Background: an optimization exercise with open tools, aiming at small area, a short achievable clock period and few clock cycles per item. Do not read the settings as production practice.
At most, simulation tests tie the RTL to the original design; equivalence was not proved.
Power and IR drop assume default switching activity.

==> inputs of v31 <==
## html_markup_tokenizer_unit
module html_markup_tokenizer_unit (
  input  logic        clk,
  input  logic        rst,
  input  logic        byte_valid,
  output logic        byte_stall,
  input  logic [8:0]  byte_item,    
  output logic        event_valid,
  input  logic        event_stall,
  output logic [13:0] event_item    
);
export LEC_CHECK = 0
export CAP_MARGIN = 20
export CORE_MARGIN = 2
export CORE_UTILIZATION = 40
export CTS_BUF_LIST = sky130_fd_sc_hd__clkbuf_8
export PLACE_DENSITY = 0.75
export SETUP_SLACK_MARGIN = 5
export SLEW_MARGIN = 20
create_clock -name core_clock -period 11.5 [get_ports {clk}]
standard.sh (not shown) runs the stock make flow with config.mk's settings and CLKGATE_MAP_FILE= SYNTH_SCRIPT=/design/flow/synth_recipe.tcl, a recipe that flattens the netlist after the stock synthesis.
==> flow/flow/run.sh <==
#!/bin/bash
set -euo pipefail
here=$PWD
sed "s|\$::env(SCRIPTS_DIR)/synth.tcl|$here/synth_custom.tcl|" synth_recipe.tcl > synth_recipe_custom.tcl
sed "s|^  log_cmd abc {\*}\$abc_args|  set abc_args [lreplace \$abc_args 1 1 $here/flow/area.abc]\n  log_cmd abc {*}\$abc_args|" \
  "$FLOW_HOME/scripts/synth.tcl" > synth_custom.tcl
grep -q "flow/area.abc" synth_custom.tcl
grep -q "synth_custom.tcl" synth_recipe_custom.tcl
bash standard.sh SYNTH_SCRIPT="$here/synth_recipe_custom.tcl" SETUP_SLACK_MARGIN=7.5 \
  "BUFFER_PORTS_ARGS=-buffer_cell sky130_fd_sc_hd__buf_2" finish > standard.log 2>&1
==> flow/flow/area.abc <==
strash
ifraig
scorr
dc2
strash
&get -n
&st
&syn4
&dch -f
&nf -R 1000
&put
==> v16: changes against v31 <==
--- a/flow/design.v
+++ b/flow/design.v
@@ -32,33 +32,34 @@
   localparam logic [4:0] S_SELF_CL  = 5'd4;
   localparam logic [4:0] S_BA       = 5'd5;    
   localparam logic [4:0] S_ANAME    = 5'd6;
   localparam logic [4:0] S_AA       = 5'd7;    
   localparam logic [4:0] S_BAV      = 5'd8;    
   localparam logic [4:0] S_VDQ      = 5'd9;
   localparam logic [4:0] S_VSQ      = 5'd10;
   localparam logic [4:0] S_VUNQ     = 5'd11;
-  localparam logic [4:0] S_TEXT     = 5'd12;   
+  localparam logic [4:0] S_AV       = 5'd12;   
   localparam logic [4:0] S_MARKUP   = 5'd13;
   localparam logic [4:0] S_COMMENT  = 5'd14;
   localparam logic [4:0] S_DOCTYPE  = 5'd15;
   localparam logic [4:0] S_R_FIN0   = 5'd16;   
   localparam logic [4:0] S_R_FIN1   = 5'd17;   
   localparam logic [4:0] S_R_ANAME  = 5'd18;   
   localparam logic [4:0] S_R_FLUSH  = 5'd19;   
   localparam logic [4:0] S_R_DASH   = 5'd20;   
   localparam logic [4:0] S_R_HELD   = 5'd21;   
   localparam logic [4:0] S_C_TAG     = 5'd24;  
   localparam logic [4:0] S_C_MARKUP  = 5'd25;  
   localparam logic [4:0] S_C_FLUSH   = 5'd26;
   localparam logic [4:0] S_C_DATA    = 5'd27;  
   localparam logic [4:0] S_C_COMMENT = 5'd28;  
   localparam logic [4:0] S_C_DOCTYPE = 5'd29;  
   logic [4:0] st;
+  logic       tp;           
   logic       anp, avp;     
   logic [2:0] mc;           
   logic       md;           
   logic [5:0] mu;           
   logic [1:0] dash;         
   logic [3:0] hc;           
   logic [7:0][2:0] hs;      
   logic       started;      
@@ -114,84 +115,79 @@
   logic [7:0] f_byte;
   assign fpos = hc[2:0] - 3'd2;
   always_comb begin
     if (hc == 4'd1)  f_byte = 8'h21;
     else if (md)     f_byte = 8'h2D;
     else             f_byte = dt_char(fpos) & ~{2'b00, mu[fpos], 5'b00000};
   end
   logic [4:0] n_st;
-  logic       n_anp, n_avp, n_started, n_pend;
+  logic       n_tp, n_anp, n_avp, n_md, n_started, n_pend;
   logic       clos_empty;
   logic [2:0] n_mc;
+  logic [5:0] n_mu;
   logic [1:0] n_dash;
   logic [3:0] n_hc;
+  logic       h_push;
   logic       emit, esc, cont, more, finish;
   logic [3:0] ek;
   logic [7:0] eb;
   logic       do_fin, fin_sc, fin_store, do_an, an_store;
   logic       pending;
   logic       tag_state;
   assign pending = anp || avp;
-  logic [4:0] cl_target;
   always_comb begin
     case (st)
-      S_DATA, S_TEXT:      cl_target = S_C_DATA;
-      S_TAG_OPEN:          cl_target = is_bang ? S_C_MARKUP : S_C_TAG;
-      S_MARKUP:            cl_target = (mc != 3'd0 && md && is_dash) ? S_C_COMMENT :
-                                       (mc == 3'd6) ? S_C_DOCTYPE : S_C_MARKUP;
-      S_COMMENT, S_R_DASH: cl_target = S_C_COMMENT;
-      S_DOCTYPE, S_R_HELD: cl_target = S_C_DOCTYPE;
-      default:             cl_target = S_C_TAG;
-    endcase
-  end
-  always_comb begin
-    case (st)
-      S_DATA, S_TEXT: clos_empty = is_lt;
+      S_DATA:     clos_empty = is_lt;
       S_TAG_OPEN: clos_empty = is_sl;
       S_END_OPEN: clos_empty = !is_al;
       S_TAG_NAME: clos_empty = is_gt;
       S_SELF_CL:  clos_empty = is_gt;
-      S_BA, S_ANAME, S_AA, S_BAV, S_VUNQ: clos_empty = is_gt;
-      S_COMMENT:  clos_empty = is_gt && dash[1];
+      S_BA, S_ANAME, S_AA, S_BAV, S_VUNQ, S_AV: clos_empty = is_gt;
+      S_COMMENT:  clos_empty = is_gt && dash == 2'd2;
       S_DOCTYPE:  clos_empty = is_gt;
       S_R_FIN0, S_R_FIN1: clos_empty = 1'b1;
       default:    clos_empty = 1'b0;
     endcase
   end
   always_comb begin
     n_st      = st;
+    n_tp      = tp;
     n_anp     = anp;
     n_avp     = avp;
     n_mc      = mc;
+    n_md      = md;
+    n_mu      = mu;
     n_dash    = dash;
     n_hc      = hc;
     n_started = started;
+    h_push    = 1'b0;
     emit      = 1'b0;
     ek        = htok_pkg::EV_TEXT;
     esc       = 1'b0;
     cont      = 1'b0;
     finish    = 1'b0;
     do_fin    = 1'b0;
     fin_sc    = 1'b0;
     fin_store = 1'b0;
     do_an     = 1'b0;
     an_store  = 1'b0;
       case (st)
-        S_DATA, S_TEXT: begin
+        S_DATA: begin
           if (is_lt) begin
-            if (st == S_TEXT) begin
+            if (tp) begin
               emit = 1'b1;
               ek   = htok_pkg::EV_TEXT_END;
             end
+            n_tp = 1'b0;
             n_st = S_TAG_OPEN;
           end else begin
             emit = 1'b1;
             ek   = htok_pkg::EV_TEXT;
-            n_st = S_TEXT;
+            n_tp = 1'b1;
           end
         end
         S_TAG_OPEN: begin
           if (is_sl) begin
             n_st = S_END_OPEN;
           end else if (is_al) begin
             n_anp = 1'b0;
             n_avp = 1'b0;
@@ -199,17 +195,18 @@
             ek    = htok_pkg::EV_START_BEGIN;
             n_st  = S_TAG_NAME;
           end else if (is_bang) begin
             n_mc = 3'd0;
             n_st = S_MARKUP;
           end else begin
             emit = 1'b1;
             ek   = htok_pkg::EV_TEXT;
-            n_st = S_TEXT;
+            n_tp = 1'b1;
+            n_st = S_DATA;
             cont = 1'b1;
           end
         end
         S_TAG_NAME: begin
           if (is_ws) begin
             n_st = S_BA;
           end else if (is_sl) begin
             n_st = S_SELF_CL;
@@ -299,120 +296,136 @@
         S_VDQ, S_VSQ: begin
           if ((st == S_VDQ) ? is_dq : is_sq) begin
             if (pending) begin
               emit = 1'b1;
               ek   = anp ? htok_pkg::EV_ATTR_KEEP : htok_pkg::EV_ATTR_DROP;
             end
             n_anp = 1'b0;
             n_avp = 1'b0;
-            n_st  = S_BA;
+            n_st  = S_AV;
           end else begin
             emit  = 1'b1;
             ek    = htok_pkg::EV_AVALUE;
             n_avp = 1'b1;
           end
         end
         S_VUNQ: begin
           if (is_ws) begin
             if (pending) begin
               emit = 1'b1;
               ek   = anp ? htok_pkg::EV_ATTR_KEEP : htok_pkg::EV_ATTR_DROP;
             end
             n_anp = 1'b0;
             n_avp = 1'b0;
-            n_st  = S_BA;
+            n_st  = S_AV;
           end else if (is_gt) begin
             do_fin    = 1'b1;
             fin_store = 1'b1;
           end else if (!is_nul) begin
             emit  = 1'b1;
             ek    = htok_pkg::EV_AVALUE;
             n_avp = 1'b1;
           end
         end
+        S_AV: begin
+          if (is_ws) begin
+            n_st = S_BA;
+          end else if (is_sl) begin
+            n_st = S_SELF_CL;
+          end else if (is_gt) begin
+            do_fin = 1'b1;
+          end else begin
+            do_an = 1'b1;
+          end
+        end
         S_MARKUP: begin
           if (mc == 3'd0 && (is_dash || xf == 8'h64)) begin
+            n_md    = is_dash;
+            n_mu[0] = !x[5];
             n_mc    = 3'd1;
           end else if (mc != 3'd0 && md && is_dash) begin
             n_mc   = 3'd0;
             n_dash = 2'd0;
             n_st   = S_COMMENT;
           end else if (mc != 3'd0 && !md && xf == dt_char(mc)) begin
             if (mc == 3'd6) begin
               n_mc      = 3'd0;
               n_hc      = 4'd0;
               n_started = 1'b0;
               n_st      = S_DOCTYPE;
             end else begin
+              n_mu[mc] = !x[5];
               n_mc     = mc + 3'd1;
             end
           end else begin
             emit = 1'b1;
             ek   = htok_pkg::EV_TEXT;
             n_st = S_R_FLUSH;
             n_hc = 4'd1;
             cont = 1'b1;
           end
         end
         S_R_FLUSH, S_C_FLUSH: begin
           emit = 1'b1;
           ek   = htok_pkg::EV_TEXT;
           cont = 1'b1;
           if (hc == {1'b0, mc} + 4'd1) begin
-            n_st = (st == S_C_FLUSH) ? S_C_DATA : S_TEXT;
+            n_st = (st == S_C_FLUSH) ? S_C_DATA : S_DATA;
+            n_tp = 1'b1;
             n_hc = 4'd0;
             n_mc = 3'd0;
           end else begin
             n_hc = hc + 4'd1;
           end
         end
         S_COMMENT: begin
           if (is_dash) begin
-            if (!dash[1]) begin
-              n_dash = {dash[0], 1'b1};
+            if (dash != 2'd2) begin
+              n_dash = dash + 2'd1;
             end else begin
               emit = 1'b1;
               ek   = htok_pkg::EV_COMMENT;
             end
-          end else if (is_gt && dash[1]) begin
+          end else if (is_gt && dash == 2'd2) begin
             emit   = 1'b1;
             ek     = htok_pkg::EV_COMMENT_END;
             n_dash = 2'd0;
             n_st   = S_DATA;
-          end else if (dash[0]) begin
+          end else if (dash != 2'd0) begin
             emit   = 1'b1;
             ek     = htok_pkg::EV_COMMENT;
-            n_dash = {1'b0, dash[1]};
+            n_dash = dash - 2'd1;
             n_st   = S_R_DASH;
             cont   = 1'b1;
           end else begin
             emit = 1'b1;
             ek   = htok_pkg::EV_COMMENT;
           end
         end
         S_R_DASH: begin
           emit = 1'b1;
           ek   = htok_pkg::EV_COMMENT;
-          if (dash[0]) begin
-            n_dash = {1'b0, dash[1]};
+          if (dash != 2'd0) begin
+            n_dash = dash - 2'd1;
             cont   = 1'b1;
           end else begin
             n_st = S_COMMENT;
           end
         end
         S_DOCTYPE: begin
           if (is_gt) begin
             emit      = 1'b1;
             ek        = htok_pkg::EV_DOCTYPE_END;
             n_hc      = 4'd0;
             n_started = 1'b0;
             n_st      = S_DATA;
           end else if (is_ws) begin
             if (started) begin
+              h_push = 1'b1;
               if (hc == 4'd8) begin
                 emit = 1'b1;
                 ek   = htok_pkg::EV_DOCTYPE;
               end else begin
                 n_hc = hc + 4'd1;
               end
             end
           end else if (hc != 4'd0) begin
@@ -466,35 +479,36 @@
           emit = 1'b1;
           ek   = htok_pkg::EV_TEXT;
           n_st = S_C_FLUSH;
           n_hc = 4'd1;
           cont = 1'b1;
         end
         S_C_COMMENT: begin
           emit = 1'b1;
-          if (dash[0]) begin
+          if (dash != 2'd0) begin
             ek     = htok_pkg::EV_COMMENT;
-            n_dash = {1'b0, dash[1]};
+            n_dash = dash - 2'd1;
             cont   = 1'b1;
           end else begin
             ek   = htok_pkg::EV_COMMENT_END;
             n_st = S_DATA;
           end
         end
         S_C_DOCTYPE: begin
           emit      = 1'b1;
           ek        = htok_pkg::EV_DOCTYPE_END;
           n_st      = S_DATA;
           n_hc      = 4'd0;
           n_started = 1'b0;
         end
         S_C_DATA: begin
           emit = 1'b1;
           ek   = htok_pkg::EV_TEXT_END;
+          n_tp = 1'b0;
           n_st = S_DATA;
         end
         default: begin
           n_st = S_DATA;
           cont = 1'b1;
         end
       endcase
       if (do_fin) begin
@@ -535,53 +549,61 @@
     more   = cont;
     n_pend = cont;
     if (!cont && xl && !(st[4] && st[3])) begin
       if (clos_empty) begin
         n_st = S_DATA;
       end else begin
         more   = 1'b1;
         n_pend = 1'b1;
-        n_st   = cl_target;
+        case (n_st)
+          S_MARKUP:  n_st = S_C_MARKUP;
+          S_COMMENT: n_st = S_C_COMMENT;
+          S_DOCTYPE: n_st = S_C_DOCTYPE;
+          S_DATA:    n_st = S_C_DATA;
+          default:   n_st = S_C_TAG;
+        endcase
       end
     end
   end
   logic [7:0] src;
   logic       byte_ev;
   always_comb begin
     case (st)
       S_TAG_OPEN:                      src = is_al ? x : 8'h3C;
       S_MARKUP, S_C_MARKUP:            src = 8'h3C;
       S_R_FLUSH, S_C_FLUSH:            src = f_byte;
-      S_COMMENT, S_R_DASH, S_C_COMMENT: src = (dash[0]) ? 8'h2D : x;
+      S_COMMENT, S_R_DASH, S_C_COMMENT: src = (dash != 2'd0) ? 8'h2D : x;
       S_DOCTYPE, S_R_HELD:             src = (hc != 4'd0) ? h_old_b : x;
       default:                         src = x;
     endcase
   end
   assign byte_ev = (ek == htok_pkg::EV_TEXT) || (ek == htok_pkg::EV_START_BEGIN) ||
                    (ek == htok_pkg::EV_END_BEGIN) || (ek == htok_pkg::EV_NAME) ||
                    (ek == htok_pkg::EV_ANAME) || (ek == htok_pkg::EV_AVALUE) ||
                    (ek == htok_pkg::EV_COMMENT) || (ek == htok_pkg::EV_DOCTYPE);
   assign eb = byte_ev ? src : 8'h00;
   assign consume = go && !n_pend;
   always_ff @(posedge clk) begin
     if (rst) begin
       st          <= S_DATA;
+      tp          <= 1'b0;
       anp         <= 1'b0;
       avp         <= 1'b0;
       mc          <= 3'd0;
       dash        <= 2'd0;
       hc          <= 4'd0;
       started     <= 1'b0;
       ir_v        <= 1'b0;
       sk_v        <= 1'b0;
       event_valid <= 1'b0;
     end else begin
       if (go) begin
         st      <= n_st;
+        tp      <= n_tp;
         anp     <= n_anp;
         avp     <= n_avp;
         mc      <= n_mc;
         dash    <= n_dash;
         hc      <= n_hc;
         started <= n_started;
       end
       if (!ir_v || consume) begin
@@ -602,23 +624,19 @@
       x  <= sk_v ? sk : byte_item[8:1];
       xl <= sk_v ? skl : byte_item[0];
     end
     if (!sk_v) begin
       sk  <= byte_item[8:1];
       skl <= byte_item[0];
     end
     if (go) begin
-      if (st == S_MARKUP) begin
-        if (mc == 3'd0) begin
-          md <= is_dash;
-        end
-        mu[mc] <= !x[5];
-      end
-      if (st == S_DOCTYPE && is_ws) begin
+      md <= n_md;
+      mu <= n_mu;
+      if (h_push) begin
         hs <= {hs[6:0], x[2:0]};
       end
     end
-    if (out_free) begin
+    if (go && emit) begin
       event_item <= {ek, eb, esc, !more};
     end
   end
 endmodule
--- a/flow/config.mk
+++ b/flow/config.mk
@@ -4,11 +4,10 @@
 export VERILOG_FILES = /design/flow/design.v
 export SDC_FILE = /design/flow/constraint.sdc
 export NUM_CORES = 4
 export LEC_CHECK = 0
 export CAP_MARGIN = 20
 export CORE_MARGIN = 2
 export CORE_UTILIZATION = 40
 export CTS_BUF_LIST = sky130_fd_sc_hd__clkbuf_8
-export PLACE_DENSITY = 0.75
 export SETUP_SLACK_MARGIN = 5
 export SLEW_MARGIN = 20
==> qor.csv <==
stage,metric,value,unit
timing,slew_headroom,0.321,
grt,grt_pass1_vias,5108,
setup_path,worstSetupStartpointType,input pin,
synth,synth_compound_area_frac,0.222,
grt,grt_util_met1,0.370,
finish,num-nonclk-buffers,76,
timing,final.min_clock_period,3950,ps
worst_hold_path,worstHoldStart,hs[6],
synth,yosysUniqueCellTypes,51,
pwr,seq_power_share,0.434,
finish,nMultiInputCombCells,544,
synth,syn_area,5370,um^2
run_status,outcome,finished clean,
finish,seq_share,0.339,
setup_path,path_class,input pin to flop,
grt,busiest_layer,met1,
pwr,ir_worst_vdd,0.000101,V
# the run above: v31

==> qor.csv <==
stage,metric,value,unit
run_status,outcome,finished clean,
timing,final.min_clock_period,3810,ps
synth,yosysUniqueCellTypes,57,
grt,grt_pass1_vias,5590,
grt,busiest_layer,met2,
setup_path,path_class,flop to flop,
pwr,seq_power_share,0.476,
pwr,ir_worst_vdd,0.0000831,V
setup_path,worstSetupStartpointType,flop,
timing,slew_headroom,0.409,
synth,synth_compound_area_frac,0.214,
finish,seq_share,0.350,
synth,syn_area,5570,um^2
grt,grt_util_met1,0.386,
# the run above: v16

Testbench counts of v16, summed over its fixed seeds: cycles 35,554, events 31,895.
Only the layout flow was run in v31; the RTL was not checked for function there.

[separate check: timing with driven ports]
The flow's constraints put no driver on any port. The routed layouts listed below were extracted and timed again, unchanged, in two steps. Step 1, drivers: a clkbuf_16 drives clk and a buf_2 each remaining input, both assumed. Step 2 also shifts input and output timing later by t, the mid clock arrival at the registers, as if the neighbouring blocks saw the same clock. Slacks: no drivers / after step 1 / after step 2; pairs: no drivers / after step 1.
| run | shift t [ns] | setup slack, ns | slew at the worst register clock pin (ns) |
|---|---|---|---|
| v31 | 0.413 | 7.554 / 7.565 / 7.157 | 0.10 / 0.10 |
| v16 | 0.411 | 7.687 / 7.687 / 7.432 | 0.10 / 0.10 |
After both steps every run listed still meets setup and hold. For v31, which loses most, drivers alone change the setup slack by +0.011 ns; drivers and shift together by -0.397 ns.
